From an optimization exercise on the open Yosys and OpenROAD flow, aimed at small area, a short achievable clock period and few clock cycles; shortcuts taken in it are not production practice.
RTL that was checked went through simulation tests only; none was proved equivalent to the original.
No functional check of the RTL was part of run 2.
Power and IR drop assume default switching activity.

`design/flow/design.v`:
```
module rbc_swap_mem (
  input  logic       clk,
  input  logic       rst,
  input  logic       wr_en,
  input  logic [4:0] wr_addr,
  input  logic [4:0] wr_data,
  input  logic [4:0] rd_addr_a,
  output logic [4:0] rd_data_a,
  input  logic [4:0] rd_addr_b,
  output logic [4:0] rd_data_b
);
  logic [4:0] mem [32];
  logic [4:0] d_one, d_zero;
  assign d_one  = wr_data | {5{rst}};
  assign d_zero = wr_data & ~{5{rst}};
  always_ff @(posedge clk) begin
    for (int e = 0; e < 32; e++) begin
      if (rst || (wr_en && wr_addr == 5'(e))) begin
        for (int b = 0; b < 5; b++) begin
          mem[e][b] <= e[b] ? d_one[b] : d_zero[b];
        end
      end
    end
  end
  assign rd_data_a = mem[rd_addr_a];
  assign rd_data_b = mem[rd_addr_b];
endmodule
module rotor_byte_cipher (
  input  logic        clk,
  input  logic        rst,
  input  logic        cfg_we,
  input  logic [1:0]  cfg_index,
  input  logic [59:0] cfg_data,
  input  logic        byte_valid,
  output logic        byte_ready,
  input  logic        restart,
  input  logic [7:0]  data_in,
  output logic        code_valid,
  input  logic        code_ready,
  output logic [7:0]  data_out
);
  logic [159:0] keys;
  logic [2:0]   key_zero;    
  logic [4:0] v0, v1, vsum;
  logic [2:0] t0, t1, tsum;
  logic       dirty;         
  logic       sweeping;      
  logic       wr_v, wr_last;
  logic [4:0] wr_addr, wr_data;
  logic       sweep_done;    
  logic [2:0] trk_found, trk_done;
  logic [2:0][2:0] trk_gap;   
  logic [2:0] gsum;           
  logic       s1_v, s1_wait, s1_alt;
  logic [4:0] s1_x, s1_xr, s1_kv;
  logic [2:0] s1_t, s1_dh;
  logic       s2_v;
  logic [4:0] s2_a;
  logic [2:0] s2_h;
  logic       o1_v;
  logic [7:0] o1_d;
  logic       rdy;
  logic [4:0] key_v, key_w, key_0, key_31, vsum_w;
  logic [4:0] tab_a, tab_b;
  logic       accept, take, s2_move, s1_move, wr_go, sweep_step;
  logic       gc1, gc2, tc1, tc2;
  logic [2:0] gadd;
  logic [2:0] hit;
  logic [2:0][2:0] gap;       
  logic       s1_v_n, s1_wait_n, s2_v_n, o0_v_n, o1_v_n;
  assign byte_ready = rdy;
  assign accept     = byte_valid && rdy;
  assign take       = code_valid && code_ready;
  assign s2_move    = s2_v && (!o1_v || take);
  assign s1_move    = s1_v && !s1_wait && (!s2_v || s2_move);
  assign wr_go      = wr_v && (!s2_v || !o1_v);
  assign sweep_step = sweeping && (!wr_v || wr_go);
  always_ff @(posedge clk) begin
    if (cfg_we && cfg_index == 2'd0) keys[59:0]    <= cfg_data;
    if (cfg_we && cfg_index == 2'd1) keys[119:60]  <= cfg_data;
    if (cfg_we && cfg_index == 2'd2) keys[159:120] <= cfg_data[39:0];
  end
  function automatic logic part_zero(input logic [4:0] i, input logic [2:0] z);
    part_zero = (i < 5'd12) ? z[0] : ((i < 5'd24) ? z[1] : z[2]);
  endfunction
  assign vsum_w = ~vsum;
  assign key_v  = part_zero(vsum, key_zero)   ? 5'd0 : keys[vsum*5 +: 5];
  assign key_w  = part_zero(vsum_w, key_zero) ? 5'd0 : keys[vsum_w*5 +: 5];
  assign key_0  = key_zero[0] ? 5'd0 : keys[4:0];
  assign key_31 = key_zero[2] ? 5'd0 : keys[159:155];
  always_comb begin
    for (int k = 0; k < 3; k++) begin
      gap[k] = trk_done[k] ? trk_gap[k] : 3'd0;
      hit[k] = (wr_addr == 5'(k)) || (wr_addr == 5'(31 - k));
    end
    gadd = '0;
    for (int k = 0; k < 3; k++) begin
      if (hit[k] && trk_found[k] && !trk_done[k]) begin
        gadd = gadd | (trk_gap[k] + 3'd1);
      end
    end
  end
  assign gc1  = (gap[0] == 3'd7);
  assign gc2  = gc1 && (gap[1] == 3'd7);
  assign tc1  = (t0 == 3'd7);
  assign tc2  = tc1 && (t1 == 3'd7);
  assign s1_v_n    = accept || (s1_v && !s1_move);
  assign s1_wait_n = (accept && restart && dirty) || (s1_wait && !sweep_done);
  assign s2_v_n    = s1_move || (s2_v && !s2_move);
  assign o0_v_n    = take ? (o1_v || s2_move) : (code_valid || s2_move);
  assign o1_v_n    = take ? (o1_v && s2_move) : (o1_v || (code_valid && s2_move));
  rbc_swap_mem u_swap_mem (
    .clk       (clk),
    .rst       (rst),
    .wr_en     (wr_go),
    .wr_addr   (wr_addr),
    .wr_data   (wr_data),
    .rd_addr_a (data_in[4:0]),
    .rd_data_a (tab_a),
    .rd_addr_b (s2_a),
    .rd_data_b (tab_b)
  );
  always_ff @(posedge clk) begin
    if (rst) begin
      key_zero   <= '1;
      dirty      <= 1'b1;
      sweeping   <= 1'b0;
      wr_v       <= 1'b0;
      sweep_done <= 1'b0;
      s1_v       <= 1'b0;
      s1_wait    <= 1'b0;
      s2_v       <= 1'b0;
      code_valid <= 1'b0;
      o1_v       <= 1'b0;
      rdy        <= 1'b1;
      v0         <= '0;
      v1         <= '0;
      vsum       <= '0;
      t0         <= '0;
      t1         <= '0;
      tsum       <= '0;
    end else begin
      if (take) begin
        if (o1_v) begin
          data_out <= o1_d;
          o1_v     <= s2_move;
          o1_d     <= {s2_h, tab_b};
        end else begin
          code_valid <= s2_move;
          data_out   <= {s2_h, tab_b};
        end
      end else if (s2_move) begin
        if (!code_valid) begin
          code_valid <= 1'b1;
          data_out   <= {s2_h, tab_b};
        end else begin
          o1_v <= 1'b1;
          o1_d <= {s2_h, tab_b};
        end
      end
      if (s1_move) begin
        s2_v <= 1'b1;
        s2_a <= (s1_alt ? s1_xr : s1_x) + s1_kv;
        s2_h <= s1_dh + s1_t;
      end else if (s2_move) begin
        s2_v <= 1'b0;
      end
      if (accept) begin
        s1_v   <= 1'b1;
        s1_x   <= tab_a;
        s1_dh  <= data_in[7:5];
        s1_alt <= 1'b0;
        if (restart) begin
          s1_kv <= key_0;
          v0    <= 5'd1;
          v1    <= 5'd0;
          vsum  <= 5'd1;
          if (dirty) begin
            s1_wait   <= 1'b1;
            s1_alt    <= 1'b1;
            s1_xr     <= data_in[4:0];
            sweeping  <= 1'b1;
            wr_v      <= 1'b1;
            wr_last   <= 1'b0;
            wr_addr   <= key_0;
            wr_data   <= key_31;
            trk_found <= '0;
            trk_done  <= '0;
            trk_gap   <= '0;
            gsum      <= '0;
          end else begin
            s1_t <= gsum;
            t0   <= gap[0] + 3'd1;
            t1   <= gap[1] + 3'(gc1);
            tsum <= gsum + 3'd1 + 3'(gc1) + 3'(gc2);
          end
        end else begin
          s1_kv <= key_v;
          s1_t  <= tsum;
          v0    <= v0 + 5'd1;
          v1    <= v1 + 5'(v0 == 5'd31);
          vsum  <= vsum + 5'd1 + 5'(v0 == 5'd31) + 5'(v0 == 5'd31 && v1 == 5'd31);
          t0    <= t0 + 3'd1;
          t1    <= t1 + 3'(tc1);
          tsum  <= tsum + 3'd1 + 3'(tc1) + 3'(tc2);
        end
      end else if (s1_move) begin
        s1_v <= 1'b0;
      end
      if (wr_go) begin
        wr_v <= 1'b0;
        gsum <= gsum + gadd;
        for (int k = 0; k < 3; k++) begin
          if (trk_found[k] && !trk_done[k]) begin
            trk_gap[k] <= trk_gap[k] + 3'd1;
          end
          if (hit[k]) begin
            trk_found[k] <= 1'b1;
            if (trk_found[k]) begin
              trk_done[k] <= 1'b1;
            end
          end
        end
      end
      if (sweep_step) begin
        wr_v    <= 1'b1;
        wr_addr <= key_v;
        wr_data <= key_w;
        wr_last <= (vsum == 5'd31);
        if (vsum == 5'd31) begin
          sweeping <= 1'b0;
          vsum     <= 5'd1;
        end else begin
          vsum     <= vsum + 5'd1;
        end
      end
      sweep_done <= wr_go && wr_last;
      if (wr_go && wr_last) begin
        s2_a <= s1_xr;
      end
      if (sweep_done) begin
        dirty   <= 1'b0;
        s1_wait <= 1'b0;
        s1_xr   <= tab_b;
        s1_t    <= gsum;
        t0      <= gap[0] + 3'd1;
        t1      <= gap[1] + 3'(gc1);
        tsum    <= gsum + 3'd1 + 3'(gc1) + 3'(gc2);
      end
      if (cfg_we && cfg_index != 2'd3) begin
        dirty <= 1'b1;
        key_zero[cfg_index] <= 1'b0;
      end
      rdy <= !(s1_v_n && s2_v_n && o0_v_n && o1_v_n) && !s1_wait_n;
    end
  end
endmodule
```
`design/flow/flow/run.sh`:
```
#!/bin/bash
# layout flow: the standard flow, with plain buffers on the ports (instead of
# the delay cells buffer_ports picks by default) and resizing not tied to footprints
bash standard.sh MATCH_CELL_FOOTPRINT=0 "BUFFER_PORTS_ARGS=-buffer_cell sky130_fd_sc_hd__buf_2" finish > standard.log 2>&1
```
`design/flow/standard.sh`:
```
#!/bin/bash
# synth_recipe.tcl (not shown) runs the flow's synth.tcl, then flattens the netlist and writes it again
# the make line also repeats each setting of config.mk as NAME=value (left out here)
make -C /OpenROAD-flow-scripts/flow DESIGN_CONFIG=/design/flow/config.mk WORK_HOME=/design/flow/orfs CLKGATE_MAP_FILE= SYNTH_SCRIPT=/design/flow/synth_recipe.tcl "${@:-finish}"
```
`design/flow/config.mk`:
```
export PLATFORM = sky130hd
export DESIGN_NAME = rotor_byte_cipher
export DESIGN_NICKNAME = rotor_byte_cipher
export VERILOG_FILES = /design/flow/design.v
export SDC_FILE = /design/flow/constraint.sdc
export NUM_CORES = 4
export LEC_CHECK = 0
export ABC_AREA = 1
export CAP_MARGIN = 20
export CORE_MARGIN = 2
export CORE_UTILIZATION = 40
export CTS_CLUSTER_DIAMETER = 100
export CTS_CLUSTER_SIZE = 24
export PLACE_DENSITY = 0.6
export SETUP_SLACK_MARGIN = 3.8
export SLEW_MARGIN = 20
```
`design/flow/constraint.sdc`:
```
create_clock -name core_clock -period 6.0 [get_ports {clk}]
set_input_delay 1.2000 -clock core_clock [delete_from_list [all_inputs] [get_ports {clk}]]
set_output_delay 1.2000 -clock core_clock [all_outputs]
set_load 0.01 [all_outputs]
```
==> results of run 1 <==
==> state kept, by name, summed over array words and instances, names as in the netlist, 8 cells and up <==
signal / count
o1_d: 8
data_out: 8
keys: 160
u_swap_mem.mem: 160
trk_gap: 9
==> critical path, delay by kind of cell, from the launching register on <==
family | cells | cell delay [ns]
flops | 1 | 0.52
simple gates | 5 | 0.52
compound gates | 2 | 0.24
buf+inv | 3 | 0.28
fa+ha+maj | 2 | 0.64
==> area by class of cell <==
class	count	area (um2)
Multi-Input combinational cell	1649	8952
Inverter	203	888.4
Sequential cell	432	12620
Timing Repair inverter	2	21.27
Clock inverter	4	22.52
Timing Repair Buffer	191	1613
Tap cell	696	870.8
Antenna cell	2	5.005
Clock buffer	36	665.6
Fill cell	4941	28050
==> cells by family (layout without fill, tap and decap cells) <==
logic type,after synthesis,in the layout,share of synthesized area (%)
simple gates,1180,1181,22.86
xor+xnor,12,12,0.4844
buf+inv,314,436,5.749
other cells,0,2,0
compound gates,422,422,10.66
flops,432,432,58.08
fa+ha+maj,34,34,2.168
==> routing by layer <==
layer / vias to the layer above / share of wire, %
li1: 8450 / -
met1: 8687 / 39
met2: 780 / 49
met3: 168 / 6.5
met4: 2 / 4.9
met5: - / 0.016
==> power by group through the flow <==
stage / clock network [mW] / logic (mW) / registers (mW)
final: 1.74 / 1.11 / 3.58
after global routing: 1.87 / 1.21 / 3.60
after CTS: 1.77 / 0.999 / 3.58
after detailed placement: 0 / 0.881 / 3.67
after global placement: 0 / 0.865 / 3.66
after floorplan: 0 / 0.628 / 3.60
==> how the worst min path moves through the flow <==
stage	end	slack [ns]	depth (start not counted)
floorplan	v0[3]	0.42	1
global placement	o1_d[6]	0.43	0
detailed placement	o1_d[6]	0.44	0
CTS	v1[4]	0.46	1
global route	o1_d[6]	0.48	0
finish	v0[3]	0.46	1
==> metrics by stage <==
step                cell area (um2)  utilization, %
finish                        25660           47.78
global route                  25660           47.77
CTS                           24840           46.25
detailed placement            23140           43.09
global placement              23140           43.08
floorplan                     22280               -
==> cell usage in the layout, fill, tap and decap left out, drive strengths merged <==
cell / netlist / layout
diode: 0 / 2
a22o: 2 / 2
a22oi: 1 / 1
nor3: 18 / 18
clkinv: 2 / 10
or2: 3 / 3
a221oi: 1 / 1
a32oi: 1 / 1
nand4: 68 / 68
nor2b: 1 / 1
a21oi: 115 / 115
nand2: 628 / 628
dfxtp: 37 / 37
o31ai: 4 / 4
xnor2: 5 / 5
xor2: 7 / 7
a31oi: 8 / 8
inv: 201 / 192
o21ai: 218 / 218
o211ai: 43 / 43
edfxtp: 395 / 395
buf: 57 / 183
nor2: 272 / 273
o22ai: 21 / 21
nor4: 1 / 1
a21o: 1 / 1
clkinvlp: 0 / 7
a211oi: 3 / 3
o2bb2ai: 2 / 2
o221ai: 2 / 2
ha: 28 / 28
nand3: 189 / 189
clkbuf: 54 / 44
fa: 6 / 6
==> repair_timing <==
item | CTS | global route
resized for setup | 143 | 123
cloned | 2 | 6
pin swaps | 32 | 44
endpoints found under the setup margin | 418 | 221
setup buffers | 55 | 27
==> qor.yml, run 1 <==
finalCritPeriodShare_pct: 40.74
wire_per_inst_um: 21.93
dp_cells: 3082
internal_power_mw: 4.605
p_switching_mw: 1.835
cts.htree.levels: 1
r2r_cells: 12
crit_path_start: "wr_addr[0]"
cp_cell_sequence: "inv_2 > nor2_4 > nand2_2 > nor2_2 > a21oi_2 > nor2_1 > inv_1 > o221ai_2 > ha_2 > fa_2 > inv_1 > nor2_1"
firstDrtPassIters: 6
antenna_found_initial: 4
dieArea_um2: 56120
yosys-top-cells-count: "627 x nand2_1, 395 x edfxtp_1, 261 x nor2_1, 217 x o21ai_0, 196 x inv_1"
drive_gt1_share_pct: 18.32
holdBufCountCts: 0
cts.clk_slew.worst_paths_ns: 0.10
hold_class: "reg -> reg"
finalSetupTns_ns: 0
cap_viol_max_count: 0
required_ns: 6.34
setup_viol: 0
ys_warn_count: 3
pwr-share-seq_pct: 55.6
overflow: 0
syn-num-nets: 2504
num_rows: 85
hold_viol: 0
outcome: "timing/DRC/antenna clean"
yosysMostFrequentCell: "nand2_1"
numPortBuffers: 85
detail-route-antenna-nets: 0
drc: 0
cts_tree: "done"
skew_ns: 0.04396
synth_edf_count: 395
grt_max_degree: 101
met3_usage_pct: 2.775
clock_path_buffers: 3
nNetsFinal: 2611
p_leak_nw: 10.14
clock-sinks: 432
die_h_um: 236.9
power.share.switching_pct: 28.49
core_area_um2: 53710
synth_cells: 2394
slew_viol_final: 0
slew_headroom_pct: 32.93
reg2reg_from: "wr_addr[0]"
cts_made_buffers: 22
timing.fmax_mhz: 409.1
worst_pin_slew_ns: 1.005
pwr-share-comb_pct: 17.3
layout_setup_ws_ns: 3.556
vias: 18090
track_usage_pct: 24.11
peakVddDrop_mv: 0.2140
gp_congestion: 1.020
hpwlAfterDp_mm: 48.11
grt_setup_unrepaired: "yes"
cts-root-buf: "clkbuf_16"
crit_type: "reg -> reg"
areaGrowthSynthToFinish_pct: 18.26
ff2ff_setup_slack_ns: 3.56
grt_pass1_vias: 17310
synthArstFlopShare_pct: 0
synth_cell_types: 42
ys.flop_type: "edfxtp_1"
clk-insertion-delay-late_ns: 0.59
initial_utilization_pct: 40.40
arrival_ns: 2.78
stdcell_count: 3215
gr-max-usage-layer: "met2"
synth_seq_cells: 432
use_met2_pct: 42.83
dpl_worst_slack_ns: 2.314
grt_util_met1_pct: 29.83
seq_area_frac_synth_pct: 58.08
io_pins: 86
power_density_nw_per_um2: 251.0
critPathLaunchType: "register"
endpoint_kind: "register"
ys_top_cells_by_area: "edfxtp_1 55%, nand2_1 11%, o21ai_0 5.0%"
wl_mm: 70.51
syn_area_um2: 21700
min_from: "v0[3]"
cp_slowest_stage_delay_ns: 0.52
grt_first_pass_wirelength_mm: 102.9
finalPower_mw: 6.440
clkPwrFrac_pct: 27.1
cpMaxStageDelayCell: "edfxtp_1"
drtIter0Drc: 1945
synth_top_area_share_pct: 54.66
routed_via_density: 5.626
cp-endpoint: "gsum[1]"
crit_fanout: 4
synth_top_area_cell: "edfxtp_1"
whs_ns: 0.4609
reg2reg_to: "gsum[1]"
fp.dieW_um: 236.9
post-route-min-period_ns: 2.444
syn_avg_cell_area_um2: 9.064
Testbench counts, summed over its fixed seeds: cycles 12,417.
==> inputs of run 2 (changes only) <==
--- a/design/flow/design.v
+++ b/design/flow/design.v
@@ -62,2 +62,3 @@
   logic       rdy;
+  logic       rst_q;         
   logic [4:0] key_v, key_w, key_0, key_31, vsum_w;
@@ -98,3 +99,3 @@
       if (hit[k] && trk_found[k] && !trk_done[k]) begin
-        gadd = gadd | (trk_gap[k] + 3'd1);
+        gadd = gadd | trk_gap[k];
       end
@@ -113,3 +114,3 @@
     .clk       (clk),
-    .rst       (rst),
+    .rst       (rst_q),
     .wr_en     (wr_go),
@@ -122,2 +123,5 @@
   );
+  always_ff @(posedge clk) begin
+    rst_q <= rst;
+  end
   always_ff @(posedge clk) begin
@@ -134,3 +138,3 @@
       o1_v       <= 1'b0;
-      rdy        <= 1'b1;
+      rdy        <= 1'b0;
       v0         <= '0;
@@ -213,10 +217,11 @@
         for (int k = 0; k < 3; k++) begin
-          if (trk_found[k] && !trk_done[k]) begin
-            trk_gap[k] <= trk_gap[k] + 3'd1;
-          end
           if (hit[k]) begin
             trk_found[k] <= 1'b1;
-            if (trk_found[k]) begin
+            if (!trk_found[k]) begin
+              trk_gap[k] <= 3'd1;
+            end else begin
               trk_done[k] <= 1'b1;
             end
+          end else if (trk_found[k] && !trk_done[k]) begin
+            trk_gap[k] <= trk_gap[k] + 3'd1;
           end
@@ -253,3 +258,3 @@
       end
-      rdy <= !(s1_v_n && s2_v_n && o0_v_n && o1_v_n) && !s1_wait_n;
+      rdy <= rst_q || (!(s1_v_n && s2_v_n && o0_v_n && o1_v_n) && !s1_wait_n);
     end
--- a/design/flow/config.mk
+++ b/design/flow/config.mk
@@ -14,3 +14,3 @@
 export PLACE_DENSITY = 0.6
-export SETUP_SLACK_MARGIN = 3.8
+export SETUP_SLACK_MARGIN = 3.6
 export SLEW_MARGIN = 20
==> qor.yml, run 2 <==
ys_warn_count: 3
track_usage_pct: 25.06
core_area_um2: 54880
yosysMostFrequentCell: "nand2_1"
yosys-top-cells-count: "665 x nand2_1, 395 x edfxtp_1, 257 x nand3_1, 246 x inv_1, 197 x nor2_1"
die_h_um: 238.9
critPathLaunchType: "register"
final_common_cell: "nand2_1"
stdcell_area_um2: 25020
gr-max-usage-layer: "met2"
whs_ns: 0.4532
syn-num-nets: 2561
num_rows: 86
cap_viol_max_count: 0
min_from: "v1[3]"
grt_pass1_vias: 17000
slew_viol_final: 0
wire_per_inst_um: 22.95
cts-root-buf: "clkbuf_16"
ys_top_cells_by_area: "edfxtp_1 54%, nand2_1 11%, nand3_1 5.8%"
synthArstFlopShare_pct: 0
multi_input_area_um2: 8601
hold_class: "reg -> reg"
gp_congestion: 0.9599
detail-route-antenna-nets: 0
required_ns: 6.09
holdPathStages: 1
ys.flop_type: "edfxtp_1"
setup_viol: 0
syn_area_um2: 22070
vias: 18370
grt_max_degree: 101
cp_cell_sequence: "inv_1 > buf_4 > nand2_1"
cts_made_buffers: 23
drtIter0Drc: 2016
clock-sinks: 433
cts.htree.levels: 1
largest_registers: "keys: 160 flops, u_swap_mem.mem: 160 flops, trk_gap: 9 flops"
crit_path_start: "rst_q"
drc: 0
drive_gt1_share_pct: 12.88
synth_cell_types: 40
final_cell_mix: "643 x nand2_1, 395 x edfxtp_1, 255 x nand3_1, 236 x inv_1, 160 x nor2_1"
numPortBuffers: 85
use_met2_pct: 42.48
worst_pin_slew_ns: 1.135
fp.dieW_um: 238.9
initial_utilization_pct: 40.22
holdBufCountCts: 0
nNetsFinal: 2641
met3_usage_pct: 2.564
ff2ff_setup_slack_ns: 3.55
cts.clk_slew.worst_paths_ns: 0.09
seq_area_frac_synth_pct: 57.18
firstDrtPassIters: 6
areaGrowthSynthToFinish_pct: 13.37
reg2reg_from: "rst_q"
synth_edf_count: 395
r2r_cells: 3
timing.fmax_mhz: 407.7
outcome: "timing/DRC/antenna clean"
synth_top_area_share_pct: 53.74
grt_first_pass_wirelength_mm: 106.5
finalCritPeriodShare_pct: 40.88
antenna_found_initial: 0
grt_setup_unrepaired: "yes"
cp_slowest_stage_delay_ns: 0.69
hold_end: "v1[3]"
postPlaceCellArea_um2: 23150
finalSetupTns_ns: 0
register_area_um2: 12630
slew_headroom_pct: 24.24
clock_path_buffers: 3
synth_seq_cells: 433
syn_avg_cell_area_um2: 9.006
skew_ns: 0.02563
cts_tree: "done"
post-route-min-period_ns: 2.453
synth_cells: 2451
overflow: 0
p_leak_nw: 10.06
reg2reg_to: "u_swap_mem.mem[28][2]"
crit_fanout: 28
hold_viol: 0
crit_type: "reg -> reg"
synth_top_area_cell: "edfxtp_1"
endpoint_kind: "register"
n_antenna_cell: 0
io_pins: 86
dieArea_um2: 57080
power_density_nw_per_um2: 246.0
grt_util_met1_pct: 33.41
wl_mm: 74.60
clk-insertion-delay-late_ns: 0.59
nFillCells: 5283
peakVddDrop_mv: 0.2169
arrival_ns: 2.54
routed_via_density: 5.649
hpwlAfterDp_mm: 52.37
cpMaxStageDelayCell: "nand2_1"
## run 2: cell count changes in the layout (fill, tap and decap cells not counted), moves of 7 or more
cell	delta
a21oi_1	-9
buf_4	-7
buf_6	-25
inv_1	+63
nand2_1	+57
nand2_4	-10
nand3_1	+84
nand3_2	-15
nand4_1	-14
nor2_1	-30
nor2_2	-25
o211ai_1	+45
o21ai_0	-68
o22ai_1	+15
## run 2: routing by layer
layer	up-vias	share of wire [%]
li1	8579	-
met1	8864	41
met2	776	48
met3	147	6.7
met4	0	4.5
met5	-	0
## run 2: worst max-delay path: cells and delay by family (launching register included)
family | cells | cell delay, ns
DFF | 1 | 0.40
and+or+nand+nor | 1 | 0.69
buffers and inverters | 2 | 0.86
## run 2: report_power, final
group | leakage (nW) | internal (mW) | switching [mW]
Clock | 0.324 | 0.739 | 1.01
Sequential | 4.02 | 3.45 | 0.103
Combinational | 5.72 | 0.260 | 0.596
## run 2: worst max path at each step
stage               slack [ns]  cells past startpoint                     to
global route              3.46                      3  u_swap_mem.mem[21][2]
floorplan                 3.39                      3                keys[0]
CTS                       3.39                      5               keys[55]
detailed placement        2.47                     10                s1_x[1]
finish                    3.55                      3  u_swap_mem.mem[28][2]
global placement          2.46                     10                s1_x[1]
## run 2: cell families after synthesis
group	share of synthesized area, %
simple gates	22.98
flops	57.18
compound gates	10.68
buf+inv	6.587
fa+ha+maj	2.131
xor+xnor	0.4364
## run 2: final cells by class
type	instances	share of cell area, %
tap	704	3.520
clock buffer	35	2.480
sequential	433	50.49
clock inverter	6	0.2350
multi-input combinational	1658	34.37
inverter	256	4.090
timing repair buffer	157	4.760
timing repair inverter	2	0.06000
## run 2: metrics by stage
step	total power, mW	std cells	utilization (%)	setup slack (ns)
after detailed placement	4.367	3147	42.19	2.469
after global placement	4.350	3147	42.19	2.459
final	6.156	3251	45.60	3.547
after CTS	6.128	3216	44.26	3.391
after floorplan	4.087	2451	-	3.393
after global routing	6.385	3251	45.60	3.462
## run 2: what timing repair did
| action | 4_1_cts | 5_1_grt |
|---|---|---|
| endpoints found under the setup margin | 239 | 264 |
| cloned | 2 | 7 |
| hold endpoints to repair | 0 | 0 |
| buffers inserted | 26 | 28 |
| gates resized for setup | 82 | 105 |
| pin swaps | 13 | 19 |
==> inputs of run 3 (changes only) <==
--- a/design/flow/design.v
+++ b/design/flow/design.v
@@ -5,3 +5,4 @@
   input  logic [4:0] wr_addr,
-  input  logic [4:0] wr_data,
+  input  logic [4:0] wr_one,
+  input  logic [4:0] wr_zero,
   input  logic [4:0] rd_addr_a,
@@ -12,5 +13,2 @@
   logic [4:0] mem [32];
-  logic [4:0] d_one, d_zero;
-  assign d_one  = wr_data | {5{rst}};
-  assign d_zero = wr_data & ~{5{rst}};
   always_ff @(posedge clk) begin
@@ -19,3 +17,3 @@
         for (int b = 0; b < 5; b++) begin
-          mem[e][b] <= e[b] ? d_one[b] : d_zero[b];
+          mem[e][b] <= e[b] ? wr_one[b] : wr_zero[b];
         end
@@ -48,3 +46,4 @@
   logic       wr_v, wr_last;
-  logic [4:0] wr_addr, wr_data;
+  logic [4:0] wr_addr;
+  logic [4:0] wr_one, wr_zero;   
   logic       sweep_done;    
@@ -117,3 +116,4 @@
     .wr_addr   (wr_addr),
-    .wr_data   (wr_data),
+    .wr_one    (wr_one),
+    .wr_zero   (wr_zero),
     .rd_addr_a (data_in[4:0]),
@@ -139,2 +139,4 @@
       rdy        <= 1'b0;
+      wr_one     <= '1;
+      wr_zero    <= '0;
       v0         <= '0;
@@ -189,3 +191,4 @@
             wr_addr   <= key_0;
-            wr_data   <= key_31;
+            wr_one    <= key_31;
+            wr_zero   <= key_31;
             trk_found <= '0;
@@ -232,3 +235,4 @@
         wr_addr <= key_v;
-        wr_data <= key_w;
+        wr_one  <= key_w;
+        wr_zero <= key_w;
         wr_last <= (vsum == 5'd31);
--- a/design/flow/config.mk
+++ b/design/flow/config.mk
@@ -13,3 +13,3 @@
 export CTS_CLUSTER_SIZE = 24
-export PLACE_DENSITY = 0.6
+export PLACE_DENSITY = 0.65
 export SETUP_SLACK_MARGIN = 3.6
==> qor.yml, run 3 <==
wire_per_inst_um: 19.97
hpwlAfterDp_mm: 45.80
power.share.switching_pct: 27.34
nNetsFinal: 2677
grt_first_pass_wirelength_mm: 99.11
dpl_worst_slack_ns: 2.481
power_density_nw_per_um2: 250.7
clock_path_buffers: 3
grt_pass1_vias: 17270
ff2ff_setup_slack_ns: 3.61
synth_top_area_share_pct: 53.20
ys_top_cells_by_area: "edfxtp_1 53%, nand2_1 11%, inv_1 5.5%"
pwr-share-comb_pct: 13.6
clkPwrFrac_pct: 29.3
cts.htree.levels: 1
internal_power_mw: 4.584
num_rows: 85
firstDrtPassIters: 8
final_cell_mix: "638 x nand2_1, 390 x edfxtp_1, 305 x inv_1, 217 x nand3_1, 185 x nor2_1"
setup_viol: 0
multi_input_area_um2: 8198
io_pins: 86
required_ns: 6.38
slew_headroom_pct: 24.23
skew_ns: 0.02328
dieArea_um2: 56920
reg2reg_to: "s1_xr[4]"
core_area_um2: 54130
yosysMostFrequentCell: "nand2_1"
vias: 17980
layout_setup_ws_ns: 3.607
grt_setup_unrepaired: "yes"
endpoint_kind: "register"
largest_registers: "keys: 160 flops, u_swap_mem.mem: 160 flops, trk_gap: 9 flops"
cap_viol_max_count: 0
detail-route-antenna-nets: 0
arrival_ns: 2.77
ys.flop_type: "edfxtp_1"
p_leak_nw: 10.25
peakVddDrop_mv: 0.2764
ys_warn_count: 3
finalSetupTns_ns: 0
track_usage_pct: 22.57
cts-root-buf: "clkbuf_16"
worst_pin_slew_ns: 1.125
fp.dieW_um: 238.6
antenna_found_initial: 2
p_switching_mw: 1.724
areaGrowthSynthToFinish_pct: 14.32
clock-sinks: 438
synth_seq_cells: 438
cts_made_buffers: 24
synth_edf_count: 390
drc: 0
hold_end: "o1_d[6]"
overflow: 0
seq_area_frac_synth_pct: 57.57
timing.fmax_mhz: 417.9
drive_gt1_share_pct: 12.92
crit_type: "reg -> reg"
crit_fanout: 8
register_area_um2: 12680
cts.clk_slew.worst_paths_ns: 0.10
die_h_um: 238.6
clk-insertion-delay-late_ns: 0.59
gp_congestion: 0.9589
outcome: "timing/DRC/antenna clean"
holdPathStages: 0
slew_viol_final: 0
synth_cell_types: 47
yosys-top-cells-count: "655 x nand2_1, 390 x edfxtp_1, 325 x inv_1, 226 x nand3_1, 206 x nor2_1"
post-route-min-period_ns: 2.393
cts_tree: "done"
nFillCells: 5094
wl_mm: 65.57
syn-num-nets: 2574
synthArstFlopShare_pct: 0
synth_top_area_cell: "edfxtp_1"
synth_cells: 2464
final_common_cell: "nand2_1"
hold_class: "reg -> reg"
numPortBuffers: 85
routed_via_density: 5.476
drtIter0Drc: 1780
syn_area_um2: 22010
critPathLaunchType: "register"
pwr-share-seq_pct: 57.1
reg2reg_from: "s2_a[4]"
hold_viol: 0
grt_max_degree: 98
r2r_cells: 10
min_from: "s2_h[1]"
finalCritPeriodShare_pct: 39.89
syn_avg_cell_area_um2: 8.934
initial_utilization_pct: 40.66
## run 3: metal layers
layer  global-route usage, %  part of all wire (%)
met1                   29.41                    41
met2                   38.64                    49
met3                   2.217                   6.0
met4                   9.167                   4.1
met5                       0                     0
## run 3: how the worst max path moves through the flow
stage / start / endpoint / slack, ns / cells after the start
2_1_floorplan: cfg_index[1] / keys[0] / 3.39 / 3
3_3_place_gp: data_in[4] / s1_x[4] / 2.60 / 11
3_5_place_dp: data_in[4] / s1_x[3] / 2.48 / 11
4_1_cts: wr_addr[3] / gsum[1] / 3.59 / 12
5_1_grt: v0[0] / vsum[2] / 3.47 / 16
6_report: s2_a[4] / s1_xr[4] / 3.61 / 10
## run 3: timing repair
item | CTS | global route
resized for setup | 109 | 83
pin swaps | 28 | 21
hold buffers | 0 | 0
gates cloned | 2 | 4
endpoints found under the setup margin | 283 | 79
setup buffers | 40 | 23
## run 3: through the flow
step / instances / hold slack (ns) / utilization [%] / power, mW / area [um2]
6_report: 3283 / 0.4667 / 46.49 / 6.308 / 25160
5_1_grt: 3283 / 0.4841 / 46.49 / 6.557 / 25160
4_1_cts: 3253 / 0.4728 / 45.37 / 6.289 / 24560
3_5_place_dp: 3167 / 0.4516 / 42.69 / 4.414 / 23110
3_3_place_gp: 3167 / 0.4444 / 42.68 / 4.394 / 23100
2_1_floorplan: 2464 / 0.4268 / - / 4.141 / 22110
## run 3: power groups by stage
stage	Combinational, mW	Sequential (mW)	Clock [mW]
after global routing	0.948	3.62	1.99
final	0.858	3.60	1.85
after floorplan	0.527	3.61	0
after CTS	0.798	3.60	1.89
after detailed placement	0.746	3.67	0
after global placement	0.729	3.66	0
## run 3: logic make-up (layout without fill, tap and decap cells)
family	count (synthesis)	in the layout	synth area share, %
fa+ha+maj	34	34	2.137
other cells	0	2	0
flops	438	438	57.57
buf+inv	427	547	7.668
xor+xnor	12	12	0.4775
mux	4	4	0.1819
compound gates	397	397	10.27
simple gates	1152	1153	21.70
## run 3: final cells by class
class | instances | area share, %
sequential | 438 | 50.39
multi-input combinational | 1600 | 32.58
inverter | 336 | 5.285
clock inverter | 8 | 0.3381
clock buffer | 36 | 2.690
timing repair buffer | 167 | 5.241
antenna | 2 | 0.01989
tap | 696 | 3.461
## run 3: critical path: stages (launching register included)
cell and delay, ns:
edfxtp_1 0.56, buf_4 0.21, nor3_4 0.38, nand2_1 0.23, o22ai_1 0.21, nor2_1 0.10, nand2_1 0.10, nor2_1 0.06
nand3_2 0.11, nand2_1 0.06, o21ai_0 0.15
Testbench counts of run 3, summed over its fixed seeds: cycles 12,417.
==> inputs of run 4 (changes only) <==
--- a/design/flow/config.mk
+++ b/design/flow/config.mk
@@ -7,3 +7,2 @@
 export LEC_CHECK = 0
-export ABC_AREA = 1
 export CAP_MARGIN = 20
@@ -13,3 +12,3 @@
 export CTS_CLUSTER_SIZE = 24
-export PLACE_DENSITY = 0.65
+export PLACE_DENSITY = 0.6
 export SETUP_SLACK_MARGIN = 3.6
==> qor.yml, run 4 <==
num_rows: 85
antenna_found_initial: 2
power.share.switching_pct: 27.33
reg2reg_to: "s1_xr[4]"
detail-route-antenna-nets: 0
wire_per_inst_um: 30.86
overflow: 0
hold_end: "o1_d[5]"
fp.dieW_um: 238.1
track_usage_pct: 27.50
power_density_nw_per_um2: 250.5
cts_made_buffers: 23
dp_cells: 2443
ys.flop_type: "edfxtp_1"
cts-root-buf: "clkbuf_16"
endpoint_kind: "register"
stdcell_count: 2601
synth_cells: 1758
finalPower_mw: 6.503
drc: 0
hpwlAfterDp_mm: 56.55
clk-insertion-delay-late_ns: 0.60
r2r_cells: 10
drive_gt1_share_pct: 26.73
routed_via_density: 6.424
yosysMostFrequentCell: "edfxtp_1"
required_ns: 6.36
slew_viol_final: 0
wl_mm: 80.26
finalCritPeriodShare_pct: 44.90
worst_pin_slew_ns: 1.021
reg2reg_from: "s2_a[0]"
cts.htree.levels: 1
setup_viol: 0
ys_top_cells_by_area: "edfxtp_1 53%, mux4_2 5.8%, dfxtp_1 4.4%"
outcome: "timing/DRC/antenna clean"
synthArstFlopShare_pct: 0
stdcell_area_um2: 25960
ff2ff_setup_slack_ns: 3.31
yosys-top-cells-count: "390 x edfxtp_1, 137 x nand3_1, 121 x nand2_1, 91 x o21ai_0, 79 x nor2_1"
drtIter0Drc: 2259
critPathLaunchType: "register"
pwr-share-seq_pct: 58.4
holdPathStages: 0
cts_tree: "done"
grt_first_pass_wirelength_mm: 112.5
min_from: "s2_h[0]"
crit_fanout: 7
synth_seq_cells: 438
firstDrtPassIters: 8
initial_utilization_pct: 40.57
post-route-min-period_ns: 2.694
areaGrowthSynthToFinish_pct: 18.44
synth_top_area_share_pct: 53.43
final_cell_mix: "390 x edfxtp_1, 124 x nand3_1, 117 x nand2_1, 105 x buf_4, 79 x buf_2"
seq_area_frac_synth_pct: 57.82
fin_util_pct: 48.05
grt_pass1_vias: 15840
skew_ns: 0.02712
gp_congestion: 1.012
syn_avg_cell_area_um2: 12.47
synth_cell_types: 78
synth_edf_count: 390
final_common_cell: "edfxtp_1"
peakVddDrop_mv: 0.2164
internal_power_mw: 4.726
timing.fmax_mhz: 371.2
nFillCells: 4742
cap_viol_max_count: 0
cts.clk_slew.worst_paths_ns: 0.10
slew_headroom_pct: 31.37
syn_area_um2: 21920
vias: 16710
grt_max_degree: 62
nNetsFinal: 1997
numPortBuffers: 85
hold_class: "reg -> reg"
largest_registers: "keys: 160 flops, u_swap_mem.mem: 160 flops, trk_gap: 9 flops"
synth_top_area_cell: "edfxtp_1"
p_leak_nw: 8.837
io_pins: 86
holdBufCountCts: 0
clock_path_buffers: 3
ys_warn_count: 3
syn-num-nets: 1868
postPlaceCellArea_um2: 23050
crit_type: "reg -> reg"
clkPwrFrac_pct: 27.7
core_area_um2: 54030
arrival_ns: 3.05
p_switching_mw: 1.777
finalSetupTns_ns: 0
dieArea_um2: 56680
pwr-share-comb_pct: 13.9
die_h_um: 238.1
grt_setup_unrepaired: "yes"
clock-sinks: 438
hold_viol: 0
[run 4: changes by cell type after synthesis, sizes merged, moves of 24 or more]
cell / before / now
nand2: 656 / 121
inv: 332 / 36
nor2: 215 / 79
nand3: 226 / 137
o21ai: 171 / 92
mux2i: 4 / 64
mux4: 0 / 56
a21oi: 105 / 50
a22oi: 4 / 56
mux2: 0 / 34
clkbuf: 45 / 77
o22ai: 52 / 20
nor2b: 0 / 25
and3: 0 / 24
[run 4: timing repair]
item | 4_1_cts | 5_1_grt
cloned | 5 | 5
setup buffers | 55 | 50
setup endpoints to repair | 114 | 86
pin swaps | 39 | 56
resized for setup | 191 | 91
[run 4: power groups by stage]
stage / clock network, mW / logic (mW) / registers [mW]
after detailed placement: 0 / 0.711 / 3.86
after global routing: 1.94 / 0.961 / 3.80
after floorplan: 0 / 0.509 / 3.69
final: 1.80 / 0.907 / 3.80
after CTS: 1.84 / 0.835 / 3.77
after global placement: 0 / 0.708 / 3.87
[run 4: worst max-delay path by stage]
| stage | start | to | slack (ns) | cells after the start |
|---|---|---|---|---|
| floorplan | cfg_we | keys[0] | 2.80 | 1 |
| global placement | byte_valid | trk_gap[2] | 2.39 | 6 |
| detailed placement | byte_valid | s1_xr[1] | 2.34 | 4 |
| CTS | s2_a[1] | s1_xr[4] | 3.36 | 7 |
| global route | s2_a[0] | s1_xr[4] | 3.30 | 10 |
| finish | s2_a[0] | s1_xr[4] | 3.31 | 10 |
[run 4: per-stage QoR]
step	hold slack, ns	worst slack (ns)
after global placement	0.4446	2.392
after floorplan	0.4204	2.796
after CTS	0.4636	3.357
final	0.4652	3.306
after detailed placement	0.4378	2.343
after global routing	0.4870	3.295
[run 4: cell families (layout without fill, tap and decap cells)]
group                    Yosys count  count (layout)  share of synthesized area (%)
flip-flops                       438             438                          57.82
adder cells (fa/ha/maj)           35              35                          2.192
other                              0               1                              0
multiplexers                     154             154                          10.46
AND/OR/NAND/NOR                  570             570                          13.73
buffers and inverters            167             313                          3.283
XOR/XNOR                          20              20                         0.8620
AO/OA/AOI/OAI                    374             374                          11.66
[run 4: final cells by class]
class                      count  area [um2]  area share, %
antenna                        1       2.502       0.009640
timing repair buffer         234        2107          8.117
sequential                   438       12690          48.90
clock buffer                  39       666.9          2.569
tap                          696       870.8          3.355
multi-input combinational   1153        9409          36.25
clock inverter                 3       66.31         0.2555
inverter                      37       142.6         0.5495
[run 4: layer usage]
metal  vias up  track usage, %  routed length (um)
met4         0           12.48                4526
met5         -               0                   0
met1      8390           36.38               31390
met2       943           44.13               37130
met3       214           5.194                7204
li1       7162               -                   -
[run 4: critical path: stages, from the launching register on]
cell and delay [ns]:
edfxtp_1 0.42, buf_6 0.17, buf_8 0.13, nor2b_4 0.15
buf_8 0.15, buf_8 0.14, nand3_2 0.07, nand4_1 0.13
or4_4 0.55, o22a_4 0.24, mux2_4 0.29
==> inputs of run 5 (changes only) <==
--- a/design/flow/config.mk
+++ b/design/flow/config.mk
@@ -7,2 +7,3 @@
 export LEC_CHECK = 0
+export ABC_AREA = 1
 export CAP_MARGIN = 20
@@ -12,3 +13,3 @@
 export CTS_CLUSTER_SIZE = 24
-export PLACE_DENSITY = 0.6
+export PLACE_DENSITY = 0.55
 export SETUP_SLACK_MARGIN = 3.6
==> qor.yml, run 5 <==
yosys-top-cells-count: "655 x nand2_1, 390 x edfxtp_1, 325 x inv_1, 226 x nand3_1, 206 x nor2_1"
final_common_cell: "nand2_1"
vias: 17750
hpwlAfterDp_mm: 47.10
ff2ff_setup_slack_ns: 3.59
worst_pin_slew_ns: 1.098
path_delay_family: "adder cells"
slew_headroom_pct: 26.69
wl_mm: 67.19
cp_cell_sequence: "ha_4 > inv_4 > nor2_4 > ha_4 > inv_2 > nor4_2 > nand3_1 > fa_2 > inv_2 > ha_4 > inv_4 > nor2_4 > a21oi_2 > nand3b_1 > a31oi_1"
cts-root-buf: "clkbuf_16"
largest_registers: "keys: 160 flops, u_swap_mem.mem: 160 flops, trk_gap: 9 flops"
cp_slowest_stage_delay_ns: 0.38
holdBufCountCts: 0
overflow: 0
clock_path_buffers: 3
nFillCells: 5120
grt_first_pass_wirelength_mm: 100.8
crit_fanout: 3
nNetsFinal: 2683
skew_ns: 0.02104
peakVddDrop_mv: 0.3002
p_switching_mw: 1.704
areaGrowthSynthToFinish_pct: 14.36
clk-insertion-delay-late_ns: 0.58
antenna_found_initial: 1
required_ns: 6.50
final_cell_mix: "630 x nand2_1, 390 x edfxtp_1, 302 x inv_1, 213 x nand3_1, 177 x nor2_1"
post-route-min-period_ns: 2.405
seq_area_frac_synth_pct: 57.57
clkPwrFrac_pct: 28.8
die_h_um: 238.6
fp.dieW_um: 238.6
finalSetupTns_ns: 0
grt_max_degree: 103
syn_avg_cell_area_um2: 8.934
stdcell_count: 3285
yosysMostFrequentCell: "nand2_1"
cts_made_buffers: 23
ys_top_cells_by_area: "edfxtp_1 53%, nand2_1 11%, inv_1 5.5%"
finalPower_mw: 6.262
timing.fmax_mhz: 415.8
slew_viol_final: 0
synth_top_area_cell: "edfxtp_1"
routed_via_density: 5.402
ys.flop_type: "edfxtp_1"
drc: 0
multi_input_area_um2: 8287
outcome: "timing/DRC/antenna clean"
dieArea_um2: 56920
cp_num_buf_inv: 4
syn_area_um2: 22010
detail-route-antenna-nets: 0
synth_top_area_share_pct: 53.20
pwr-share-seq_pct: 57.7
core_area_um2: 54130
numPortBuffers: 85
arrival_ns: 2.91
clock-sinks: 438
power_density_nw_per_um2: 248.8
critPathLaunchType: "register"
cpMaxStageDelayCell: "fa_2"
firstDrtPassIters: 6
wire_per_inst_um: 20.45
register_area_um2: 12680
n_antenna_cell: 0
synthArstFlopShare_pct: 0
io_pins: 86
hold_class: "reg -> reg"
cpMostUsedCell: "ha_4"
cts.clk_slew.worst_paths_ns: 0.10
pwr-share-comb_pct: 13.6
cts.htree.levels: 1
synth_cell_types: 47
crit_type: "reg -> reg"
hold_viol: 0
drtIter0Drc: 1415
ys_warn_count: 3
setup_viol: 0
power.share.switching_pct: 27.21
grt_setup_unrepaired: "yes"
whs_ns: 0.4699
finalCritPeriodShare_pct: 40.09
gp_congestion: 0.9222
cts_tree: "done"
drive_gt1_share_pct: 14.37
track_usage_pct: 23.29
grt_pass1_vias: 16900
cap_viol_max_count: 0
num_rows: 85
dp_cells: 3165
initial_utilization_pct: 40.66
syn-num-nets: 2574
p_leak_nw: 10.24
synth_edf_count: 390
internal_power_mw: 4.558
synth_cells: 2464
endpoint_kind: "register"
synth_seq_cells: 438
-- run 5: cell count changes after synthesis, moves of 52 or more --
| cell | previous run | this run |
|---|---|---|
| inv_1 | 36 | 325 |
| nand3_1 | 137 | 226 |
| nor2_1 | 79 | 206 |
| mux4_2 | 56 | 0 |
| nand2_1 | 121 | 655 |
| a22oi_1 | 56 | 4 |
| a21oi_1 | 50 | 104 |
| o21ai_0 | 91 | 146 |
| mux2i_1 | 64 | 4 |
-- run 5: routing by layer --
metal	track usage, %	vias to the layer above	routed length [um]
li1	-	8527	-
met1	30.16	8586	28400
met2	41.59	541	33790
met3	1.871	93	2866
met4	6.875	0	2139
met5	0	-	0
-- run 5: logic make-up after synthesis --
kind of cell    after synthesis  share of synthesized area, %
fa+ha+maj                    34                         2.137
compound gates              397                         10.27
mux                           4                        0.1819
xor+xnor                     12                        0.4775
buf+inv                     427                         7.668
simple gates               1152                         21.70
flops                       438                         57.57
-- run 5: power groups by stage --
stage          clock network (mW)  logic, mW  registers [mW]
3_5_place_dp                    0      0.728            3.70
2_1_floorplan                   0      0.527            3.61
5_1_grt                      1.95      0.943            3.63
4_1_cts                      1.85      0.792            3.62
3_3_place_gp                    0      0.715            3.69
6_report                     1.80      0.851            3.61
-- run 5: path summary, 6_finish.rpt --
kind	start	to	depth (start not counted)
worst max-delay path	v0[1]	vsum[4]	15
worst max register to register	v0[1]	vsum[4]	15
worst min register to register	v0[3]	v0[3]	1
worst min-delay path	v0[3]	v0[3]	1
-- run 5: layout make-up --
type	instances	share of cell area [%]
well taps	696	3.459
clock inverters	5	0.2386
multi-input cells	1600	32.92
clock buffers	36	2.605
flip-flops and latches	438	50.39
inverters	336	5.323
repair buffers	174	5.070
-- run 5: timing repair --
| action | in CTS | in global routing |
|---|---|---|
| cloned | 1 | 0 |
| hold endpoints to repair | 0 | 0 |
| setup endpoints to repair | 238 | 58 |
| setup buffers | 45 | 33 |
| resized for setup | 115 | 98 |
| pin swaps | 29 | 35 |
-- run 5: per-stage QoR --
stage	setup WS [ns]	area, um2	util, %
after floorplan	3.393	22110	-
after global routing	3.436	25170	46.50
final	3.595	25170	46.50
after detailed placement	1.869	23080	42.63
after CTS	3.585	24530	45.31
after global placement	2.077	23070	42.62
==> inputs of run 6 (changes only) <==
--- a/design/flow/config.mk
+++ b/design/flow/config.mk
@@ -13,3 +13,3 @@
 export CTS_CLUSTER_SIZE = 24
-export PLACE_DENSITY = 0.55
+export PLACE_DENSITY = 0.6
 export SETUP_SLACK_MARGIN = 3.6
==> qor.yml, run 6 <==
cts-root-buf: "clkbuf_16"
peakVddDrop_mv: 0.2223
grt_first_pass_wirelength_mm: 99.99
clkPwrFrac_pct: 28.6
seq_area_frac_synth_pct: 57.57
nNetsFinal: 2676
crit_type: "reg -> out"
dpl_worst_slack_ns: 1.877
power_density_nw_per_um2: 248.6
multi_input_area_um2: 8258
final_cell_mix: "634 x nand2_1, 390 x edfxtp_1, 304 x inv_1, 217 x nand3_1, 170 x nor2_1"
io_pins: 86
wl_mm: 66.42
setup_viol: 0
postPlaceCellArea_um2: 23110
clock_path_buffers: 3
layout_setup_ws_ns: 3.642
grt_setup_unrepaired: "yes"
syn_area_um2: 22010
firstDrtPassIters: 8
p_leak_nw: 10.17
endpoint_kind: "output port"
cts_tree: "done"
synthArstFlopShare_pct: 0
synth_top_area_share_pct: 53.20
synth_cell_types: 47
holdPathStages: 0
grt_max_degree: 74
arrival_ns: 1.16
skew_ns: 0.02152
slew_viol_final: 0
crit_fanout: 3
cts.clk_slew.worst_paths_ns: 0.09
required_ns: 4.80
syn_avg_cell_area_um2: 8.934
cp_num_buf_inv: 1
synth_seq_cells: 438
gp_congestion: 0.9537
critPathLaunchType: "register"
clk-insertion-delay-late_ns: 0.59
final_common_cell: "nand2_1"
path_delay_family: "flip-flops"
yosysMostFrequentCell: "nand2_1"
wire_per_inst_um: 20.25
finalPower_mw: 6.235
hpwlAfterDp_mm: 47.27
pwr-share-seq_pct: 57.7
drc: 0
finalSetupTns_ns: 0
nFillCells: 5120
cp_slowest_stage_delay_ns: 0.42
power.share.switching_pct: 27.45
num_rows: 85
post-route-min-period_ns: 2.358
core_area_um2: 54130
grt_pass1_vias: 17020
areaGrowthSynthToFinish_pct: 13.94
clock-sinks: 438
synth_edf_count: 390
cp_cell_sequence: "buf_2"
ys_warn_count: 3
register_area_um2: 12680
pwr-share-comb_pct: 13.7
fp.dieW_um: 238.6
holdBufCountCts: 0
vias: 17760
finalCritPeriodShare_pct: 39.29
routed_via_density: 5.416
antenna_found_initial: 1
hold_class: "reg -> reg"
drtIter0Drc: 1657
dieArea_um2: 56920
hold_viol: 0
cpMaxStageDelayCell: "dfxtp_1"
fin_util_pct: 46.33
cts_made_buffers: 23
ys.flop_type: "edfxtp_1"
yosys-top-cells-count: "655 x nand2_1, 390 x edfxtp_1, 325 x inv_1, 226 x nand3_1, 206 x nor2_1"
cap_viol_max_count: 0
die_h_um: 238.6
syn-num-nets: 2574
r2r_cells: 12
worst_pin_slew_ns: 1.090
synth_cells: 2464
crit_cells: 1
synth_top_area_cell: "edfxtp_1"
track_usage_pct: 22.87
drive_gt1_share_pct: 13.78
internal_power_mw: 4.523
slew_headroom_pct: 26.56
largest_registers: "keys: 160 flops, u_swap_mem.mem: 160 flops, trk_gap: 9 flops"
cts.htree.levels: 1
outcome: "timing/DRC/antenna clean"
initial_utilization_pct: 40.66
p_switching_mw: 1.712
stdcell_area_um2: 25080
numPortBuffers: 85
ys_top_cells_by_area: "edfxtp_1 53%, nand2_1 11%, inv_1 5.5%"
overflow: 0
detail-route-antenna-nets: 0
timing.fmax_mhz: 424.1
run 6: final timing paths:
kind | endpoint | startpoint | slack [ns]
setup / recovery | byte_ready | rdy | 3.64
hold / removal | o1_d[6] | s2_h[1] | 0.46
setup reg to reg | s1_xr[1] | s2_a[1] | 3.65
hold reg to reg | o1_d[6] | s2_h[1] | 0.46
run 6: per-stage QoR:
step / cells / hold slack [ns]
floorplan: 2464 / 0.4268
global placement: 3166 / 0.4490
detailed placement: 3167 / 0.4494
CTS: 3241 / 0.4720
global route: 3280 / 0.5019
finish: 3280 / 0.4641
run 6: area by class of cell:
cell class / instances / share of cell area, %
Antenna cell: 1 / 0.009978
Clock buffer: 35 / 2.559
Clock inverter: 7 / 0.2295
Inverter: 336 / 5.428
Multi-Input combinational cell: 1600 / 32.93
Sequential cell: 438 / 50.56
Tap cell: 696 / 3.472
Timing Repair Buffer: 166 / 4.799
Timing Repair inverter: 1 / 0.01996
run 6: repair_timing:
action | in CTS | in global routing
resized for setup | 115 | 102
pin swaps | 15 | 15
gates cloned | 2 | 1
setup buffers | 30 | 37
setup endpoints to repair | 329 | 97
run 6: logic make-up after synthesis:
| logic type | count (synthesis) | synth area share, % |
|---|---|---|
| xor gates and xnor gates | 12 | 0.4775 |
| and+or+nand+nor | 1152 | 21.70 |
| muxes | 4 | 0.1819 |
| AOI/OAI and AO/OA | 397 | 10.27 |
| buffers and inverters | 427 | 7.668 |
| adders and majority gates | 34 | 2.137 |
| DFF | 438 | 57.57 |
run 6: power by group through the flow:
| stage | combinational, mW | sequential (mW) | clock, mW |
|---|---|---|---|
| global route | 0.946 | 3.62 | 1.93 |
| finish | 0.856 | 3.60 | 1.78 |
| CTS | 0.804 | 3.60 | 1.83 |
| detailed placement | 0.750 | 3.67 | 0 |
| global placement | 0.735 | 3.67 | 0 |
| floorplan | 0.527 | 3.61 | 0 |
run 6: routing by layer:
metal	share of wire [%]	global-route usage [%]	vias to the layer above
li1	-	-	8514
met1	43	30.43	8518
met2	48	39.30	613
met3	5.0	1.952	119
met4	3.9	7.860	0
met5	0	0	-
==> inputs of run 7 (changes only) <==
--- a/design/flow/config.mk
+++ b/design/flow/config.mk
@@ -8,3 +8,3 @@
 export ABC_AREA = 1
-export CAP_MARGIN = 20
+export CAP_MARGIN = 5
 export CORE_MARGIN = 2
@@ -15,2 +15,2 @@
 export SETUP_SLACK_MARGIN = 3.6
-export SLEW_MARGIN = 20
+export SLEW_MARGIN = 5
==> qor.yml, run 7 <==
outcome: "timing/DRC/antenna clean"
numPortBuffers: 85
timing.fmax_mhz: 418.0
fin_util_pct: 46.25
clock_path_buffers: 3
layout_setup_ws_ns: 3.608
ys.flop_type: "edfxtp_1"
finalCritPeriodShare_pct: 39.87
required_ns: 6.31
path_delay_family: "simple AND/OR/NAND/NOR gates"
hold_viol: 0
fp.dieW_um: 238.6
hold_class: "reg -> reg"
synth_top_area_share_pct: 53.20
wire_per_inst_um: 20.25
p_leak_nw: 10.17
clk-insertion-delay-late_ns: 0.59
nNetsFinal: 2677
dpl_worst_slack_ns: 1.858
worst_pin_slew_ns: 1.085
internal_power_mw: 4.501
synth_top_area_cell: "edfxtp_1"
final_cell_mix: "632 x nand2_1, 390 x edfxtp_1, 306 x inv_1, 213 x nand3_1, 180 x nor2_1"
critPathLaunchType: "input pin"
syn-num-nets: 2574
clkPwrFrac_pct: 28.4
cts_tree: "done"
postPlaceCellArea_um2: 23080
initial_utilization_pct: 40.66
holdBufCountCts: 0
grt_first_pass_wirelength_mm: 99.32
synthArstFlopShare_pct: 0
gp_congestion: 0.9537
core_area_um2: 54130
slew_headroom_pct: 27.43
yosysMostFrequentCell: "nand2_1"
synth_edf_count: 390
final_common_cell: "nand2_1"
dp_cells: 3166
grt_max_degree: 74
track_usage_pct: 22.74
crit_type: "in -> reg"
stdcell_area_um2: 25040
io_pins: 86
areaGrowthSynthToFinish_pct: 13.74
finalSetupTns_ns: 0
pwr-share-seq_pct: 57.9
p_switching_mw: 1.710
cpMaxStageDelayCell: "nor2_1"
ys_warn_count: 3
hpwlAfterDp_mm: 47.17
detail-route-antenna-nets: 0
grt_pass1_vias: 16940
wl_mm: 66.45
stdcell_count: 3282
grt_setup_unrepaired: "yes"
vias: 17730
cp_cell_sequence: "buf_2 > inv_1 > nand2_2 > inv_1 > nand2_2 > o22ai_1 > nor2_1 > nand4_1 > nor2_1 > nand3_1"
cap_viol_max_count: 0
overflow: 0
power.share.switching_pct: 27.53
cp_slowest_stage_delay_ns: 0.23
syn_area_um2: 22010
drtIter0Drc: 1676
slew_viol_final: 0
peakVddDrop_mv: 0.2681
routed_via_density: 5.402
antenna_found_initial: 3
cts-root-buf: "clkbuf_16"
die_h_um: 238.6
pwr-share-comb_pct: 13.7
finalPower_mw: 6.210
nFillCells: 5106
syn_avg_cell_area_um2: 8.934
crit_fanout: 6
ys_top_cells_by_area: "edfxtp_1 53%, nand2_1 11%, inv_1 5.5%"
num_rows: 85
yosys-top-cells-count: "655 x nand2_1, 390 x edfxtp_1, 325 x inv_1, 226 x nand3_1, 206 x nor2_1"
drc: 0
skew_ns: 0.02160
endpoint_kind: "register"
seq_area_frac_synth_pct: 57.57
cts.htree.levels: 1
arrival_ns: 2.70
setup_viol: 0
synth_cell_types: 47
clock-sinks: 438
post-route-min-period_ns: 2.392
firstDrtPassIters: 6
synth_cells: 2464
power_density_nw_per_um2: 248.0
dieArea_um2: 56920
cts_made_buffers: 23
synth_seq_cells: 438
whs_ns: 0.4589
drive_gt1_share_pct: 13.54
cp_num_buf_inv: 3
largest_registers: "keys: 160 flops, u_swap_mem.mem: 160 flops, trk_gap: 9 flops"
cts.clk_slew.worst_paths_ns: 0.09
==> run 7: cell type report <==
type,instances,area (um2),share of cell area [%]
antenna,2,5.005,0.01999
clock buffer,36,624.3,2.494
clock inverter,6,61.31,0.2449
inverter,336,1340,5.352
multi-input combinational,1600,8254,32.97
sequential,438,12680,50.64
tap,696,870.8,3.478
timing repair buffer,167,1194,4.768
timing repair inverter,1,7.507,0.02999
==> run 7: routing by layer <==
layer | wire [um] | part of all wire, % | vias up | GRT usage, %
met5 | 13 | 0.020 | - | 0
met4 | 2241 | 3.4 | 2 | 7.500
met3 | 3334 | 5.0 | 98 | 2.125
met2 | 32310 | 49 | 598 | 39.22
met1 | 28550 | 43 | 8521 | 30.15
li1 | - | - | 8512 | -
==> run 7: logic make-up (layout without fill, tap and decap cells) <==
kind of cell    Yosys count  in the layout  share of synthesized area [%]
flops                   438            438                          57.57
mux                       4              4                         0.1819
simple gates           1152           1153                          21.70
compound gates          397            397                          10.27
xor+xnor                 12             12                         0.4775
other cells               0              2                              0
fa+ha+maj                34             34                          2.137
buf+inv                 427            546                          7.668
==> run 7: final timing paths <==
check / start / slack (ns) / cells after the start / end
hold / removal: s2_h[1] / 0.46 / 0 / o1_d[6]
setup reg to reg: wr_addr[0] / 3.64 / 11 / gsum[1]
setup / recovery: data_in[2] / 3.61 / 10 / s1_x[0]
hold reg to reg: s2_h[1] / 0.46 / 0 / o1_d[6]
==> run 7: timing repair <==
action / in CTS / in global routing
endpoints found under the setup margin: 343 / 84
pin swaps: 15 / 23
gates cloned: 2 / 1
endpoints found under the hold margin: 0 / 0
gates resized for setup: 122 / 85
buffers inserted: 24 / 45
==> run 7: power groups by stage <==
stage / Clock (mW) / Combinational, mW / Sequential [mW]
floorplan: 0 / 0.527 / 3.61
global placement: 0 / 0.735 / 3.67
detailed placement: 0 / 0.747 / 3.67
CTS: 1.82 / 0.797 / 3.60
global route: 1.91 / 0.937 / 3.61
finish: 1.76 / 0.850 / 3.60
==> inputs of run 8 (changes only) <==
--- a/design/flow/config.mk
+++ b/design/flow/config.mk
@@ -8,3 +8,3 @@
 export ABC_AREA = 1
-export CAP_MARGIN = 5
+export CAP_MARGIN = 20
 export CORE_MARGIN = 2
@@ -14,3 +14,3 @@
 export PLACE_DENSITY = 0.6
-export SETUP_SLACK_MARGIN = 3.6
-export SLEW_MARGIN = 5
+export SETUP_SLACK_MARGIN = 3.5
+export SLEW_MARGIN = 20
==> qor.yml, run 8 <==
outcome: "timing/DRC/antenna clean"
synth_top_area_cell: "edfxtp_1"
areaGrowthSynthToFinish_pct: 12.25
syn-num-nets: 2574
synth_cells: 2464
peakVddDrop_mv: 0.2486
setup_viol: 0
grt_first_pass_wirelength_mm: 95.30
reg2reg_from: "s2_a[0]"
detail-route-antenna-nets: 0
grt_setup_unrepaired: "yes"
cts.htree.levels: 1
io_pins: 86
dieArea_um2: 56920
firstDrtPassIters: 6
skew_ns: 0.02256
hold_class: "reg -> reg"
cts_tree: "done"
timing.fmax_mhz: 397.8
nFillCells: 5161
drc: 0
n_antenna_cell: 0
finalSetupTns_ns: 0
core_area_um2: 54130
vias: 17600
p_leak_nw: 10.00
crit_type: "reg -> reg"
post-route-min-period_ns: 2.514
ys_warn_count: 3
wl_mm: 63.75
grt_pass1_vias: 16510
crit_fanout: 5
yosysMostFrequentCell: "nand2_1"
clk-insertion-delay-late_ns: 0.59
worst_pin_slew_ns: 1.175
stdcell_count: 3246
overflow: 0
grt_max_degree: 108
drtIter0Drc: 1718
synthArstFlopShare_pct: 0
antenna_found_initial: 0
cts.clk_slew.worst_paths_ns: 0.09
cts-root-buf: "clkbuf_16"
finalCritPeriodShare_pct: 41.90
critPathLaunchType: "register"
synth_seq_cells: 438
num_rows: 85
slew_viol_final: 0
seq_area_frac_synth_pct: 57.57
power_density_nw_per_um2: 253.7
syn_area_um2: 22010
cap_viol_max_count: 0
final_cell_mix: "644 x nand2_1, 390 x edfxtp_1, 310 x inv_1, 221 x nand3_1, 185 x nor2_1"
ys_top_cells_by_area: "edfxtp_1 53%, nand2_1 11%, inv_1 5.5%"
cpMaxStageDelayCell: "edfxtp_1"
ys.flop_type: "edfxtp_1"
numPortBuffers: 85
yosys-top-cells-count: "655 x nand2_1, 390 x edfxtp_1, 325 x inv_1, 226 x nand3_1, 206 x nor2_1"
slew_headroom_pct: 21.37
track_usage_pct: 21.71
synth_top_area_share_pct: 53.20
synth_cell_types: 47
cts_made_buffers: 24
routed_via_density: 5.421
arrival_ns: 2.77
largest_registers: "keys: 160 flops, u_swap_mem.mem: 160 flops, trk_gap: 9 flops"
drive_gt1_share_pct: 11.25
final_common_cell: "nand2_1"
wire_per_inst_um: 19.64
dp_cells: 3167
hpwlAfterDp_mm: 44.95
initial_utilization_pct: 40.66
fp.dieW_um: 238.6
whs_ns: 0.4662
syn_avg_cell_area_um2: 8.934
hold_viol: 0
gp_congestion: 0.9772
clock_path_buffers: 3
clock-sinks: 438
nNetsFinal: 2642
required_ns: 6.26
synth_edf_count: 390
min_from: "s2_h[1]"
cp_cell_sequence: "inv_1 > nor2_1 > nand2_2 > nor2_1 > nand2_1 > nand2_1 > nor2_1 > nand2_1 > nor2_1 > nand3_1 > nand2_1 > o21ai_0"
die_h_um: 238.6
crit_path_start: "s2_a[0]"
cp_slowest_stage_delay_ns: 0.48
endpoint_kind: "register"
## run 8: cell count changes in the layout (fill, tap and decap cells not counted), sizes merged
cell	change
buf	-32
clkbuf	+1
clkinv	+4
clkinvlp	-4
diode	-2
inv	-2
nor2	-1
## run 8: cell families (layout without fill, tap and decap cells)
kind of cell	Yosys count	in the layout	share of synthesized area, %
mux	4	4	0.1819
compound gates	397	397	10.27
fa+ha+maj	34	34	2.137
xor+xnor	12	12	0.4775
simple gates	1152	1152	21.70
flops	438	438	57.57
buf+inv	427	513	7.668
## run 8: repair_timing
| item | CTS | global route |
|---|---|---|
| buffers inserted | 5 | 28 |
| cloned | 0 | 2 |
| hold buffers | 0 | 0 |
| endpoints found under the setup margin | 220 | 188 |
| endpoints found under the hold margin | 0 | 0 |
| gates resized for setup | 83 | 83 |
| pin swaps | 5 | 20 |
## run 8: where the power goes
| group | internal, mW | total [mW] | switching, mW | leakage, nW |
|---|---|---|---|---|
| clock network | 0.810 | 1.85 | 1.04 | 0.362 |
| logic | 0.253 | 0.811 | 0.558 | 5.63 |
| registers | 3.49 | 3.60 | 0.114 | 4.01 |
| total | 4.55 | 6.27 | 1.72 | 10.0 |
## run 8: path summary, 6_finish.rpt
path	to	slack (ns)	cells after the start
setup / recovery	s1_xr[2]	3.49	12
hold / removal	o1_d[6]	0.47	0
setup reg to reg	s1_xr[2]	3.49	12
hold reg to reg	o1_d[6]	0.47	0
## run 8: routing by layer
metal  up-vias  GRT usage (%)  wire (um)  share of wire (%)
li1       8442              -          -                  -
met5         -              0          0                  0
met1      8359          28.44      26580                 42
met3       129          2.379       3655                5.7
met4         0          7.462       2632                4.1
met2       666          37.42      30870                 48
## run 8: metrics by stage
stage / total power, mW / setup slack, ns / util, % / cell area, um2
CTS: 6.256 / 3.368 / 44.54 / 24110
finish: 6.268 / 3.486 / 45.64 / 24710
global route: 6.513 / 3.480 / 45.64 / 24710
floorplan: 4.140 / 3.393 / - / 22100
detailed placement: 4.413 / 2.407 / 42.64 / 23080
global placement: 4.399 / 2.476 / 42.64 / 23080
## run 8: critical path: cells and delay by family, from the launching register on
kind,cells,cell delay (ns)
buf+inv,1,0.12
simple gates,10,1.41
flops,1,0.48
compound gates,1,0.18
## run 8: cell type report
class | count | area [um2] | area share, %
Tap cell | 696 | 870.8 | 3.524
Clock buffer | 39 | 678.2 | 2.745
Clock inverter | 5 | 80.08 | 0.3241
Inverter | 336 | 1314 | 5.317
Timing Repair Buffer | 133 | 953.4 | 3.859
Sequential cell | 438 | 12680 | 51.33
Multi-Input combinational cell | 1599 | 8130 | 32.90

afterwards: timing with drivers on the ports:
The results above use ideal ports. As a check the final layouts listed here were re-extracted and re-timed, cells and wires unchanged.
Step 1 sets driving cells, clkbuf_16 on the clock port and buf_2 on the other inputs (assumed; they add their load-dependent delay and slew).
Step 2 times the ports against the registers' clock, not the clock port: input delays grow and output delays shrink by t, the midpoint of the rising clock arrivals with the driver on.
Slacks: no drivers / after step 1 / after step 2; pairs: no drivers / after step 1.
| run | t, ns | slack for setup (ns) | hold slack, ns | latest minus earliest clock arrival (ns) | worst data-port slew with drivers (ns) |
|---|---|---|---|---|---|
| run 1 | 0.628 | 3.556 / 3.556 / 3.234 | 0.461 / 0.461 / 0.461 | 0.045 / 0.046 | 0.10 |
| run 2 | 0.633 | 3.547 / 3.547 / 3.057 | 0.453 / 0.453 / 0.453 | 0.027 / 0.027 | 0.07 |
| run 3 | 0.641 | 3.607 / 3.562 / 3.039 | 0.467 / 0.467 / 0.467 | 0.030 / 0.029 | 0.08 |
| run 4 | 0.645 | 3.306 / 3.306 / 2.939 | 0.465 / 0.465 / 0.465 | 0.028 / 0.027 | 0.16 |
| run 5 | 0.623 | 3.595 / 3.595 / 2.981 | 0.470 / 0.470 / 0.470 | 0.022 / 0.022 | 0.09 |
| run 6 | 0.639 | 3.642 / 3.582 / 3.062 | 0.464 / 0.464 / 0.464 | 0.022 / 0.022 | 0.08 |
| run 7 | 0.635 | 3.608 / 3.578 / 2.944 | 0.459 / 0.459 / 0.459 | 0.024 / 0.023 | 0.08 |
| run 8 | 0.637 | 3.486 / 3.486 / 2.994 | 0.466 / 0.466 / 0.466 | 0.023 / 0.023 | 0.06 |
After both steps setup and hold are still met in every run listed. The setup slack of run 7, which loses most, moves by -0.030 ns with the drivers and by -0.664 ns with both steps.
